From an optimization exercise on the open Yosys and OpenROAD flow, aimed at small area and a short achievable clock period; shortcuts taken in it are not production practice.
At most, simulation tests tie the RTL to the original design; equivalence was not proved.

==> inputs of wip/violet <==
==> flow/design.v (excerpt) <==
module s64x7_core (
    input  logic               clk_i,
    input  logic               rst_n_i,
    input  s64_pkg::word_t     dat_i,
    output s64_pkg::pkt_addr_t adr_o,
    output logic               cyc_o,
    output logic               we_o,
    output logic               vpa_o,
    output s64_pkg::sel_t      sel_o,
    output s64_pkg::word_t     dat_o,
    output s64_pkg::opc_e      opc_o
);
    logic               fetch, push, pop, lit, load, store, alu, drop;
    logic               jt, jf, jmp, call, ret;
    logic [14:0]        alu_sel;
    s64_pkg::word_t     lit_val;
    logic [7:0]         offset;
    s64_pkg::word_t     tos;
    s64_pkg::word_t     nos;
    s64_pkg::pkt_addr_t p;
    logic               redirect;
    s64_slot_sequencer i_slot_sequencer (
        .clk_i      (clk_i),
        .rst_n_i    (rst_n_i),
        .dat_i      (dat_i),
        .tos_i      (tos),
        .nos_i      (nos),
  ...
==> flow/config.mk <==
export PLATFORM = sky130hd
export DESIGN_NAME = s64x7_core
export DESIGN_NICKNAME = s64x7_core
export VERILOG_FILES = /design/flow/design.v
export SDC_FILE = /design/flow/constraint.sdc
export NUM_CORES = 4
export LEC_CHECK = 0
export CAP_MARGIN = 20
export CORE_MARGIN = 2
export CORE_UTILIZATION = 40
export SETUP_SLACK_MARGIN = 5
export SLEW_MARGIN = 20
==> flow/constraint.sdc <==
create_clock -name core_clock -period 10.0 [get_ports {clk_i}]
set_input_delay 2.0000 -clock core_clock [delete_from_list [all_inputs] [get_ports {clk_i}]]
set_output_delay 2.0000 -clock core_clock [all_outputs]
set_load 0.01 [all_outputs]
standard.sh (not shown) runs the stock make flow with config.mk's settings and CLKGATE_MAP_FILE= SYNTH_SCRIPT=/design/flow/synth_recipe.tcl, a recipe that flattens the netlist after the stock synthesis.
==> flow/flow/run.sh <==
#!/bin/bash
# Layout: the standard flow (standard.sh, standard synthesis unchanged), with
# two changes to how the layout is made:
#  - the port buffers that buffer_ports inserts are buf_4 cells instead of the
#    library's default pick (a slow delay cell);
#  - the resizer may swap a cell for one with another footprint.
# All make and tool output goes to flow_make.log here; ORFS keeps each step's
# own log under orfs/logs/.
set -euo pipefail
bash standard.sh \
  "BUFFER_PORTS_ARGS=-buffer_cell sky130_fd_sc_hd__buf_4" \
  MATCH_CELL_FOOTPRINT=0 \
  finish > flow_make.log 2>&1
==> wip/juniper: changes against wip/violet <==
--- a/flow/design.v
+++ b/flow/design.v
@@ -56,34 +56,58 @@
 ) (
     input  logic     clk_i,
     input  logic     rst_n_i,
     input  logic     push_i,
     input  logic     pop_i,
     input  logic [WIDTH-1:0] dat_i,
     output logic [WIDTH-1:0] top_o
 );
-    logic [WIDTH-1:0] stk [s64_pkg::STACK_DEPTH];
+    logic [1:0]       ptr;
+    logic [1:0]       cnt;    
+    logic [WIDTH-1:0] e0;
+    logic [WIDTH-1:0] e1;
+    logic [WIDTH-1:0] e2;
+    logic [WIDTH-1:0] e3;
+    logic [1:0]       wr;
+    assign wr = ptr + 2'd1;
     always_ff @(posedge clk_i or negedge rst_n_i) begin
         if (!rst_n_i) begin
-            for (int i = 0; i < s64_pkg::STACK_DEPTH; i++) begin
-                stk[i] <= '0;
-            end
+            ptr <= 2'd0;
+            cnt <= 2'd0;
         end else if (push_i) begin
-            stk[0] <= dat_i;
-            for (int i = 1; i < s64_pkg::STACK_DEPTH; i++) begin
-                stk[i] <= stk[i-1];
-            end
-        end else if (pop_i) begin
-            for (int i = 0; i < s64_pkg::STACK_DEPTH - 1; i++) begin
-                stk[i] <= stk[i+1];
+            ptr <= wr;
+            if (cnt != 2'd3) begin
+                cnt <= cnt + 2'd1;
             end
+        end else if (pop_i && (cnt != 2'd0)) begin
+            ptr <= ptr - 2'd1;
+            cnt <= cnt - 2'd1;
+        end
+    end
+    always_ff @(posedge clk_i or negedge rst_n_i) begin
+        if (!rst_n_i) begin
+            e0 <= '0;
+        end else if (push_i && (wr == 2'd0)) begin
+            e0 <= dat_i;
         end
     end
-    assign top_o = stk[0];
+    always_ff @(posedge clk_i) begin
+        if (push_i && (wr == 2'd1)) e1 <= dat_i;
+        if (push_i && (wr == 2'd2)) e2 <= dat_i;
+        if (push_i && (wr == 2'd3)) e3 <= dat_i;
+    end
+    always_comb begin
+        case (ptr)
+            2'd0:    top_o = e0;
+            2'd1:    top_o = e1;
+            2'd2:    top_o = e2;
+            default: top_o = e3;
+        endcase
+    end
 endmodule
 `timescale 1ns/10ps
 module s64_alu (
     input  s64_pkg::word_t a_i,
     input  s64_pkg::word_t b_i,
     input  logic           b_inv_i,
     input  logic           s_sum_i,    
     input  logic           s_sll_i,
@@ -143,16 +167,18 @@
                       {63'd0, flag};
 endmodule
 `timescale 1ns/10ps
 module s64_operand_unit (
     input  logic             clk_i,
     input  logic             rst_n_i,
     input  logic             push_i,
     input  logic             pop_i,
+    input  logic             mv_i,     
+    input  logic             zen_i,    
     input  logic             lit_i,
     input  logic             load_i,
     input  logic             store_i,
     input  logic             alu_i,
     input  logic             drop_i,
     input  logic [12:0]      alu_sel_i,
     input  s64_pkg::word_t   lit_val_i,
     input  s64_pkg::word_t   rd_data_i,
@@ -193,24 +219,21 @@
         .result_o (alu_result)
     );
     always_ff @(posedge clk_i or negedge rst_n_i) begin
         if (!rst_n_i) begin
             x <= '0;
             y <= '0;
             z <= '0;
         end else begin
-            if (push_i) begin
-                x <= y;
-                y <= z;
-            end else if (pop_i) begin
-                x <= ds_top;
-                y <= x;
+            if (mv_i) begin
+                x <= push_i ? y : ds_top;
+                y <= push_i ? z : x;
             end
-            if (lit_i || load_i || alu_i || drop_i || store_i) begin
+            if (zen_i) begin
                 z <= ({64{lit_i}}   & lit_val_i) |
                      ({64{load_i}}  & rd_data_i) |
                      ({64{alu_i}}   & alu_result) |
                      ({64{drop_i}}  & y) |
                      ({64{store_i}} & x);
             end
         end
     end
@@ -222,33 +245,31 @@
     input  logic               clk_i,
     input  logic               rst_n_i,
     input  logic               fetch_i,
     input  logic               jt_i,
     input  logic               jf_i,
     input  logic               jmp_i,
     input  logic               call_i,
     input  logic               ret_i,
-    input  logic [7:0]         offset_i,
+    input  logic [8:0]         step_i,
     input  s64_pkg::word_t     tos_i,
     output s64_pkg::pkt_addr_t p_o,
     output logic               redirect_o
 );
     s64_pkg::pkt_addr_t p;
     s64_pkg::pkt_addr_t rz;
     s64_pkg::pkt_addr_t rs_top;
     s64_pkg::pkt_addr_t sum;
-    logic [8:0]         step;
     logic               tos_nz;
     logic               jump;
     assign tos_nz = |tos_i;
     assign jump   = (jt_i && tos_nz) || (jf_i && !tos_nz) || jmp_i || call_i;
     assign redirect_o = jump || ret_i;
-    assign step = fetch_i ? 9'd1 : ({1'b0, offset_i} - 9'd1);
-    assign sum  = p + {{52{step[8]}}, step};
+    assign sum = p + {{52{step_i[8]}}, step_i};
     s64_spill_stack #(
         .WIDTH (61)
     ) i_return_stack (
         .clk_i   (clk_i),
         .rst_n_i (rst_n_i),
         .push_i  (call_i),
         .pop_i   (ret_i),
         .dat_i   (rz),
@@ -280,63 +301,71 @@
     input  s64_pkg::word_t     dat_i,
     input  s64_pkg::word_t     tos_i,
     input  s64_pkg::word_t     nos_i,
     input  s64_pkg::pkt_addr_t p_i,
     input  logic               redirect_i,
     output logic               fetch_o,
     output logic               push_o,
     output logic               pop_o,
+    output logic               mv_o,
+    output logic               zen_o,
     output logic               lit_o,
     output logic               load_o,
     output logic               store_o,
     output logic               alu_o,
     output logic               drop_o,
     output logic               jt_o,
     output logic               jf_o,
     output logic               jmp_o,
     output logic               call_o,
     output logic               ret_o,
     output logic [12:0]        alu_sel_o,
     output s64_pkg::word_t     lit_val_o,
-    output logic [7:0]         offset_o,
+    output logic [8:0]         step_o,
     output s64_pkg::pkt_addr_t adr_o,
     output logic               cyc_o,
     output logic               we_o,
     output logic               vpa_o,
     output s64_pkg::sel_t      sel_o,
     output s64_pkg::word_t     dat_o,
     output s64_pkg::opc_e      opc_o
 );
     logic           f;
     logic [3:0]     r;
     logic [23:0]    ops;
     s64_pkg::word_t dr;
     logic           lit8, lit16, lit32, nib, jrel;
-    logic           push, pop, load, store, alu, drop, jt, jf, jmp, call, ret, mem, cyc;
+    logic           push, pop, load, store, alu, drop, jt, jf, jmp, call, ret, mem;
+    logic           ncyc, nvpa;
+    logic           mem2;
+    logic           mv, zen;
     logic [3:0]     opc;
     logic [12:0]    alu_sel;
+    logic [8:0]     step;
     logic           f_n;
     logic [3:0]     op_n;
     logic [3:0]     sub_n;
+    logic [7:0]     off_n;
     s64_pkg::word_t dr_sh;
     logic           nf;
     logic           n_lit8, n_lit16, n_lit32, n_jumps, n_jrel, n_nib;
     logic           n_load, n_store, n_alu, n_drop, n_dup;
     always_comb begin
         dr_sh = ({64{!(nib || lit8 || jrel || lit16 || lit32)}} & dr) |
                 ({64{nib}}   & (dr >> 4)) |
                 ({64{lit8}}  & (dr >> 8)) |
                 ({64{jrel}}  & (dr >> 12)) |
                 ({64{lit16}} & (dr >> 16)) |
                 ({64{lit32}} & (dr >> 32));
     end
     assign f_n   = f ? (dat_i[63:60] == 4'd1) : (redirect_i || (r == 4'd1));
     assign op_n  = f ? dat_i[59:56] : ops[23:20];
     assign sub_n = f ? dat_i[3:0] : dr_sh[3:0];
+    assign off_n = f ? dat_i[11:4] : dr_sh[11:4];
     assign nf    = !f_n;
     assign n_lit8  = nf && (op_n == s64_pkg::OPC_LIT8);
     assign n_lit16 = nf && (op_n == s64_pkg::OPC_LIT16);
     assign n_lit32 = nf && (op_n == s64_pkg::OPC_LIT32);
     assign n_jumps = nf && (op_n == s64_pkg::OPC_JUMPS);
     assign n_jrel  = n_jumps && (sub_n[3:2] == 2'b00);
     assign n_nib   = nf && ((op_n == s64_pkg::OPC_STORES) || (op_n == s64_pkg::OPC_LOADS) ||
                             (op_n == s64_pkg::OPC_INTOPS) || (op_n == s64_pkg::OPC_STKOPS) ||
@@ -344,17 +373,18 @@
     assign n_store = nf && (op_n == s64_pkg::OPC_STORES) && (sub_n == s64_pkg::SUB_SDM);
     assign n_load  = nf && (op_n == s64_pkg::OPC_LOADS) && (sub_n == s64_pkg::SUB_LDM);
     assign n_alu   = nf && (op_n == s64_pkg::OPC_INTOPS);
     assign n_dup   = nf && (op_n == s64_pkg::OPC_STKOPS) && (sub_n == s64_pkg::SUB_DUP);
     assign n_drop  = (nf && (op_n == s64_pkg::OPC_STKOPS) && (sub_n == s64_pkg::SUB_DROP)) || n_jrel;
     always_ff @(posedge clk_i or negedge rst_n_i) begin
         if (!rst_n_i) begin
             f     <= 1'b1;
-            cyc   <= 1'b1;
+            ncyc  <= 1'b0;
+            nvpa  <= 1'b0;
             opc   <= 4'd0;
             lit8  <= 1'b0;
             lit16 <= 1'b0;
             lit32 <= 1'b0;
             nib   <= 1'b0;
             jrel  <= 1'b0;
             push  <= 1'b0;
             pop   <= 1'b0;
@@ -363,19 +393,24 @@
             alu   <= 1'b0;
             drop  <= 1'b0;
             jt    <= 1'b0;
             jf    <= 1'b0;
             jmp   <= 1'b0;
             call  <= 1'b0;
             ret   <= 1'b0;
             mem   <= 1'b0;
+            mem2  <= 1'b0;
+            mv    <= 1'b0;
+            zen   <= 1'b0;
+            step  <= 9'd1;
         end else begin
             f     <= f_n;
-            cyc   <= f_n || n_load || n_store;
+            ncyc  <= !(f_n || n_load || n_store);
+            nvpa  <= !f_n;
             opc   <= nf ? op_n : 4'd0;
             lit8  <= n_lit8;
             lit16 <= n_lit16;
             lit32 <= n_lit32;
             nib   <= n_nib;
             jrel  <= n_jrel;
             push  <= n_lit8 || n_lit16 || n_lit32 || n_dup;
             pop   <= n_store || n_alu || n_drop;
@@ -384,16 +419,20 @@
             alu   <= n_alu;
             drop  <= n_drop;
             jt    <= n_jumps && (sub_n == s64_pkg::SUB_JT8);
             jf    <= n_jumps && (sub_n == s64_pkg::SUB_JF8);
             jmp   <= n_jumps && (sub_n == s64_pkg::SUB_J8);
             call  <= n_jumps && (sub_n == s64_pkg::SUB_CALL8);
             ret   <= nf && (op_n == s64_pkg::OPC_RET);
             mem   <= n_load || n_store;
+            mem2  <= n_load ^ n_store;
+            mv    <= n_lit8 || n_lit16 || n_lit32 || n_dup || n_store || n_alu || n_drop;
+            zen   <= n_lit8 || n_lit16 || n_lit32 || n_load || n_alu || n_drop || n_store;
+            step  <= f_n ? 9'd1 : ({1'b0, off_n} - 9'd1);
         end
     end
     always_ff @(posedge clk_i) begin
         if (f) begin
             r   <= dat_i[63:60] - 4'd1;
             ops <= dat_i[55:32];
             dr  <= dat_i;
         end else begin
@@ -415,98 +454,105 @@
         alu_sel[9]  <= (sub_n == s64_pkg::ALU_SGE);
         alu_sel[10] <= (sub_n == s64_pkg::ALU_SGEU);
         alu_sel[11] <= (sub_n == s64_pkg::ALU_SEQ);
         alu_sel[12] <= (sub_n == s64_pkg::ALU_SNE);
     end
     assign fetch_o   = f;
     assign push_o    = push;
     assign pop_o     = pop;
+    assign mv_o      = mv;
+    assign zen_o     = zen;
     assign lit_o     = lit8 || lit16 || lit32;
     assign load_o    = load;
     assign store_o   = store;
     assign alu_o     = alu;
     assign drop_o    = drop;
     assign jt_o      = jt;
     assign jf_o      = jf;
     assign jmp_o     = jmp;
     assign call_o    = call;
     assign ret_o     = ret;
     assign alu_sel_o = alu_sel;
-    assign offset_o  = dr[11:4];
+    assign step_o    = step;
     assign lit_val_o = ({64{lit8}}  & {{56{dr[7]}}, dr[7:0]}) |
                        ({64{lit16}} & {{48{dr[15]}}, dr[15:0]}) |
                        ({64{lit32}} & {{32{dr[31]}}, dr[31:0]});
-    assign cyc_o = cyc;
+    assign cyc_o = !ncyc;
     assign we_o  = (opc == s64_pkg::OPC_STORES) && (dr[3:0] == s64_pkg::SUB_SDM);
-    assign vpa_o = f;
-    assign sel_o = {8{cyc}};
+    assign vpa_o = !nvpa;
+    assign sel_o = {8{!ncyc}};
     assign dat_o = {64{store}} & nos_i;
     assign opc_o = s64_pkg::opc_e'(opc);
-    assign adr_o = ({61{f}} & p_i) | ({61{mem}} & tos_i[63:3]);
+    assign adr_o[30:0]  = mem  ? tos_i[33:3]  : ({31{!ncyc}} & p_i[30:0]);
+    assign adr_o[60:31] = mem2 ? tos_i[63:34] : ({30{!nvpa}} & p_i[60:31]);
 endmodule
 `timescale 1ns/10ps
 module s64x7_core (
     input  logic               clk_i,
     input  logic               rst_n_i,
     input  s64_pkg::word_t     dat_i,
     output s64_pkg::pkt_addr_t adr_o,
     output logic               cyc_o,
     output logic               we_o,
     output logic               vpa_o,
     output s64_pkg::sel_t      sel_o,
     output s64_pkg::word_t     dat_o,
     output s64_pkg::opc_e      opc_o
 );
-    logic               fetch, push, pop, lit, load, store, alu, drop;
+    logic               fetch, push, pop, mv, zen, lit, load, store, alu, drop;
     logic               jt, jf, jmp, call, ret;
     logic [14:0]        alu_sel;
     s64_pkg::word_t     lit_val;
-    logic [7:0]         offset;
+    logic [8:0]         step;
     s64_pkg::word_t     tos;
     s64_pkg::word_t     nos;
     s64_pkg::pkt_addr_t p;
     logic               redirect;
     s64_slot_sequencer i_slot_sequencer (
         .clk_i      (clk_i),
         .rst_n_i    (rst_n_i),
         .dat_i      (dat_i),
         .tos_i      (tos),
         .nos_i      (nos),
         .p_i        (p),
         .redirect_i (redirect),
         .fetch_o    (fetch),
         .push_o     (push),
         .pop_o      (pop),
+        .mv_o       (mv),
+        .zen_o      (zen),
         .lit_o      (lit),
         .load_o     (load),
         .store_o    (store),
         .alu_o      (alu),
         .drop_o     (drop),
         .jt_o       (jt),
         .jf_o       (jf),
         .jmp_o      (jmp),
         .call_o     (call),
         .ret_o      (ret),
         .alu_sel_o  (alu_sel),
         .lit_val_o  (lit_val),
-        .offset_o   (offset),
+        .step_o     (step),
         .adr_o      (adr_o),
         .cyc_o      (cyc_o),
         .we_o       (we_o),
         .vpa_o      (vpa_o),
         .sel_o      (sel_o),
         .dat_o      (dat_o),
         .opc_o      (opc_o)
     );
     s64_operand_unit i_operand_unit (
         .clk_i     (clk_i),
         .rst_n_i   (rst_n_i),
         .push_i    (push),
         .pop_i     (pop),
+        .mv_i      (mv),
+        .zen_i     (zen),
         .lit_i     (lit),
         .load_i    (load),
         .store_i   (store),
         .alu_i     (alu),
         .drop_i    (drop),
         .alu_sel_i (alu_sel),
         .lit_val_i (lit_val),
         .rd_data_i (dat_i),
@@ -517,14 +563,14 @@
         .clk_i      (clk_i),
         .rst_n_i    (rst_n_i),
         .fetch_i    (fetch),
         .jt_i       (jt),
         .jf_i       (jf),
         .jmp_i      (jmp),
         .call_i     (call),
         .ret_i      (ret),
-        .offset_i   (offset),
+        .step_i     (step),
         .tos_i      (tos),
         .p_o        (p),
         .redirect_o (redirect)
     );
 endmodule
==> flow/flow/run.sh (replaced) <==
#!/bin/bash
set -euo pipefail
bash standard.sh \
  "BUFFER_PORTS_ARGS=-buffer_cell sky130_fd_sc_hd__buf_2" \
  MATCH_CELL_FOOTPRINT=0 \
  SETUP_SLACK_MARGIN=6.2 \
  finish > flow_make.log 2>&1
Settings changed: CORE_UTILIZATION 40 to 65, CTS_CLUSTER_DIAMETER set to 80, CTS_CLUSTER_SIZE set to 20, SETUP_SLACK_MARGIN 5 to unset, TNS_END_PERCENT set to 5.
==> wip/yarrow: changes against wip/violet <==
--- a/flow/design.v
+++ b/flow/design.v
@@ -79,43 +79,43 @@
         end
     end
     assign top_o = stk[0];
 endmodule
 `timescale 1ns/10ps
 module s64_alu (
     input  s64_pkg::word_t a_i,
     input  s64_pkg::word_t b_i,
-    input  logic           b_inv_i,
+    input  logic           sub_en_i,   
     input  logic           s_sum_i,    
     input  logic           s_sll_i,
     input  logic           s_sr_i,     
     input  logic           s_sra_i,
-    input  logic           s_p_i,      
-    input  logic           s_g_i,      
+    input  logic           s_xor_i,
+    input  logic           s_or_i,
+    input  logic           s_and_i,
+    input  logic           s_bic_i,
     input  logic           s_slt_i,
     input  logic           s_sltu_i,
     input  logic           s_sge_i,
     input  logic           s_sgeu_i,
     input  logic           s_seq_i,
     input  logic           s_sne_i,
     output s64_pkg::word_t result_o
 );
     s64_pkg::word_t b_eff;
-    s64_pkg::word_t pp;
-    s64_pkg::word_t gg;
     logic [64:0]    sum;
     logic           ltu;
     logic           lts;
     logic           eq;
-    assign b_eff = b_i ^ {64{b_inv_i}};
-    assign pp    = a_i ^ b_eff;
-    assign gg    = a_i & b_eff;
-    assign sum   = {1'b0, a_i} + {1'b0, b_eff} + {64'd0, b_inv_i};
-    assign eq    = &pp;
+    s64_pkg::word_t axb;
+    assign b_eff = b_i ^ {64{sub_en_i}};
+    assign sum   = {1'b0, a_i} + {1'b0, b_eff} + {64'd0, sub_en_i};
+    assign axb   = a_i ^ b_i;
+    assign eq    = ~|axb;
     assign ltu   = ~sum[64];
     assign lts   = (a_i[63] ^ b_i[63]) ? a_i[63] : ltu;
     logic           fill;
     s64_pkg::word_t sh_in;
     s64_pkg::word_t sh [7];
     s64_pkg::word_t sh_rev;
     assign fill = s_sra_i & a_i[63];
     always_comb begin
@@ -133,32 +133,34 @@
         end
     end
     logic flag;
     assign flag = (s_slt_i & lts) | (s_sltu_i & ltu) | (s_sge_i & ~lts) | (s_sgeu_i & ~ltu) |
                   (s_seq_i & eq) | (s_sne_i & ~eq);
     assign result_o = ({64{s_sum_i}} & sum[63:0]) |
                       ({64{s_sll_i}} & sh_rev) |
                       ({64{s_sr_i}}  & sh[6]) |
-                      ({64{s_p_i}}   & pp) |
-                      ({64{s_g_i}}   & gg) |
+                      ({64{s_xor_i}} & axb) |
+                      ({64{s_or_i}}  & (a_i | b_i)) |
+                      ({64{s_and_i}} & (a_i & b_i)) |
+                      ({64{s_bic_i}} & (a_i & ~b_i)) |
                       {63'd0, flag};
 endmodule
 `timescale 1ns/10ps
 module s64_operand_unit (
     input  logic             clk_i,
     input  logic             rst_n_i,
     input  logic             push_i,
     input  logic             pop_i,
     input  logic             lit_i,
     input  logic             load_i,
     input  logic             store_i,
     input  logic             alu_i,
     input  logic             drop_i,
-    input  logic [12:0]      alu_sel_i,
+    input  logic [14:0]      alu_sel_i,
     input  s64_pkg::word_t   lit_val_i,
     input  s64_pkg::word_t   rd_data_i,
     output s64_pkg::word_t   tos_o,
     output s64_pkg::word_t   nos_o
 );
     s64_pkg::word_t x;
     s64_pkg::word_t y;
     s64_pkg::word_t z;
@@ -172,29 +174,31 @@
         .push_i  (push_i),
         .pop_i   (pop_i),
         .dat_i   (x),
         .top_o   (ds_top)
     );
     s64_alu i_alu (
         .a_i      (y),
         .b_i      (z),
-        .b_inv_i  (alu_sel_i[0]),
+        .sub_en_i (alu_sel_i[0]),
         .s_sum_i  (alu_sel_i[1]),
         .s_sll_i  (alu_sel_i[2]),
         .s_sr_i   (alu_sel_i[3]),
         .s_sra_i  (alu_sel_i[4]),
-        .s_p_i    (alu_sel_i[5]),
-        .s_g_i    (alu_sel_i[6]),
-        .s_slt_i  (alu_sel_i[7]),
-        .s_sltu_i (alu_sel_i[8]),
-        .s_sge_i  (alu_sel_i[9]),
-        .s_sgeu_i (alu_sel_i[10]),
-        .s_seq_i  (alu_sel_i[11]),
-        .s_sne_i  (alu_sel_i[12]),
+        .s_xor_i  (alu_sel_i[5]),
+        .s_or_i   (alu_sel_i[6]),
+        .s_and_i  (alu_sel_i[7]),
+        .s_bic_i  (alu_sel_i[8]),
+        .s_slt_i  (alu_sel_i[9]),
+        .s_sltu_i (alu_sel_i[10]),
+        .s_sge_i  (alu_sel_i[11]),
+        .s_sgeu_i (alu_sel_i[12]),
+        .s_seq_i  (alu_sel_i[13]),
+        .s_sne_i  (alu_sel_i[14]),
         .result_o (alu_result)
     );
     always_ff @(posedge clk_i or negedge rst_n_i) begin
         if (!rst_n_i) begin
             x <= '0;
             y <= '0;
             z <= '0;
         end else begin
@@ -290,17 +294,17 @@
     output logic               store_o,
     output logic               alu_o,
     output logic               drop_o,
     output logic               jt_o,
     output logic               jf_o,
     output logic               jmp_o,
     output logic               call_o,
     output logic               ret_o,
-    output logic [12:0]        alu_sel_o,
+    output logic [14:0]        alu_sel_o,
     output s64_pkg::word_t     lit_val_o,
     output logic [7:0]         offset_o,
     output s64_pkg::pkt_addr_t adr_o,
     output logic               cyc_o,
     output logic               we_o,
     output logic               vpa_o,
     output s64_pkg::sel_t      sel_o,
     output s64_pkg::word_t     dat_o,
@@ -308,17 +312,17 @@
 );
     logic           f;
     logic [3:0]     r;
     logic [23:0]    ops;
     s64_pkg::word_t dr;
     logic           lit8, lit16, lit32, nib, jrel;
     logic           push, pop, load, store, alu, drop, jt, jf, jmp, call, ret, mem, cyc;
     logic [3:0]     opc;
-    logic [12:0]    alu_sel;
+    logic [14:0]    alu_sel;
     logic           f_n;
     logic [3:0]     op_n;
     logic [3:0]     sub_n;
     s64_pkg::word_t dr_sh;
     logic           nf;
     logic           n_lit8, n_lit16, n_lit32, n_jumps, n_jrel, n_nib;
     logic           n_load, n_store, n_alu, n_drop, n_dup;
     always_comb begin
@@ -396,31 +400,31 @@
             r   <= dat_i[63:60] - 4'd1;
             ops <= dat_i[55:32];
             dr  <= dat_i;
         end else begin
             r   <= r - 4'd1;
             ops <= {ops[19:0], 4'd0};
             dr  <= dr_sh;
         end
-        alu_sel[0]  <= !((sub_n == s64_pkg::ALU_ADD) || (sub_n == s64_pkg::ALU_XOR) ||
-                         (sub_n == s64_pkg::ALU_OR) || (sub_n == s64_pkg::ALU_AND));
+        alu_sel[0]  <= (sub_n != s64_pkg::ALU_ADD);
         alu_sel[1]  <= (sub_n == s64_pkg::ALU_ADD) || (sub_n == s64_pkg::ALU_SUB);
         alu_sel[2]  <= (sub_n == s64_pkg::ALU_SLL);
         alu_sel[3]  <= (sub_n == s64_pkg::ALU_SRL) || (sub_n == s64_pkg::ALU_SRA);
         alu_sel[4]  <= (sub_n == s64_pkg::ALU_SRA);
-        alu_sel[5]  <= (sub_n == s64_pkg::ALU_XOR) || (sub_n == s64_pkg::ALU_OR);
-        alu_sel[6]  <= (sub_n == s64_pkg::ALU_AND) || (sub_n == s64_pkg::ALU_OR) ||
-                       (sub_n == s64_pkg::ALU_BIC);
-        alu_sel[7]  <= (sub_n == s64_pkg::ALU_SLT);
-        alu_sel[8]  <= (sub_n == s64_pkg::ALU_SLTU);
-        alu_sel[9]  <= (sub_n == s64_pkg::ALU_SGE);
-        alu_sel[10] <= (sub_n == s64_pkg::ALU_SGEU);
-        alu_sel[11] <= (sub_n == s64_pkg::ALU_SEQ);
-        alu_sel[12] <= (sub_n == s64_pkg::ALU_SNE);
+        alu_sel[5]  <= (sub_n == s64_pkg::ALU_XOR);
+        alu_sel[6]  <= (sub_n == s64_pkg::ALU_OR);
+        alu_sel[7]  <= (sub_n == s64_pkg::ALU_AND);
+        alu_sel[8]  <= (sub_n == s64_pkg::ALU_BIC);
+        alu_sel[9]  <= (sub_n == s64_pkg::ALU_SLT);
+        alu_sel[10] <= (sub_n == s64_pkg::ALU_SLTU);
+        alu_sel[11] <= (sub_n == s64_pkg::ALU_SGE);
+        alu_sel[12] <= (sub_n == s64_pkg::ALU_SGEU);
+        alu_sel[13] <= (sub_n == s64_pkg::ALU_SEQ);
+        alu_sel[14] <= (sub_n == s64_pkg::ALU_SNE);
     end
     assign fetch_o   = f;
     assign push_o    = push;
     assign pop_o     = pop;
     assign lit_o     = lit8 || lit16 || lit32;
     assign load_o    = load;
     assign store_o   = store;
     assign alu_o     = alu;
==> flow/run.sh (new file) <==
#!/bin/bash
# synth_recipe.tcl (not shown) runs the flow's synth.tcl, then flattens the netlist and writes it again
# the make line also repeats each setting of config.mk as NAME=value (left out here)
make -C /OpenROAD-flow-scripts/flow DESIGN_CONFIG=/design/flow/config.mk WORK_HOME=/design/flow/orfs CLKGATE_MAP_FILE= SYNTH_SCRIPT=/design/flow/synth_recipe.tcl finish
removed: flow/flow/run.sh
removed: flow/standard.sh
==> comparison table <==
Status: wip/violet complete, no violations; wip/juniper complete, no violations; wip/yarrow complete, no violations
Number of multi-input combinational cells: wip/violet 4,736; wip/juniper 4,130; wip/yarrow 5,026
Fraction of area in registers: wip/violet 35.4%; wip/juniper 41.7%; wip/yarrow 33.2%
Iteration-0 DRC Markers: wip/violet 6,642; wip/juniper 9,035; wip/yarrow 7,401
Starting density of the core: wip/violet 40.3%; wip/juniper 65.4%; wip/yarrow 40.3%
Worst clock skew: wip/violet 66.6 ps; wip/juniper 39.8 ps; wip/yarrow 42.0 ps
Arrival time worst endpoint: wip/violet 5530 ps; wip/juniper 2110 ps; wip/yarrow 5640 ps
Share of synthesized registers carrying an async set or reset: wip/violet 88.9%; wip/juniper 50.2%; wip/yarrow 88.7%
Longest individual stage delay on the worst path: wip/violet 990 ps; wip/juniper 590 ps; wip/yarrow 670 ps
Number of global-route vias before repair: wip/violet 48,435; wip/juniper 47,640; wip/yarrow 52,264
Wire length reported by the detailed router: wip/violet 224,000 um; wip/juniper 217,000 um; wip/yarrow 262,000 um
Final clock period utilization by the worst path: wip/violet 48.9%; wip/juniper 41.1%; wip/yarrow 50.0%
Worst slack, placed: wip/violet 4700 ps; wip/juniper 5080 ps; wip/yarrow 4690 ps
Worst EP required: wip/violet 10,640 ps; wip/juniper 8000 ps; wip/yarrow 10,640 ps
For wip/violet and wip/yarrow, only the layout was checked, not whether the RTL still works.

## re-timing with driven ports
How much do the figures lean on ideal ports? The routed layouts below were timed once more, with nothing changed but the port constraints. Step 1 (the two cells are an assumption about what drives the block):
set clk [get_ports {clk_i}]
set_driving_cell -lib_cell sky130_fd_sc_hd__clkbuf_16 $clk
set_driving_cell -lib_cell sky130_fd_sc_hd__buf_2 [delete_from_list [all_inputs] $clk]
Step 2 times the ports against the registers' clock, not the clock port: input delays grow and output delays shrink by t, the midpoint of the rising clock arrivals with the driver on. a / b / c = no drivers / after step 1 / after step 2; a / b = the first two.
| run | t, ns | setup WS [ns] | worst setup path at the end | slew at the worst register clock pin (ns) |
|---|---|---|---|---|
| wip/violet | 0.829 | 5.105 / 5.105 / 5.105 | register to register | 0.07 / 0.07 |
| wip/juniper | 0.769 | 5.894 / 5.816 / 5.611 | input to register | 0.10 / 0.10 |
| wip/yarrow | 0.837 | 4.998 / 4.955 / 4.768 | input to register | 0.07 / 0.07 |
After both steps setup and hold are still met in every run listed. The setup slack of wip/juniper, which loses most, moves by -0.078 ns with the drivers and by -0.283 ns with both steps.
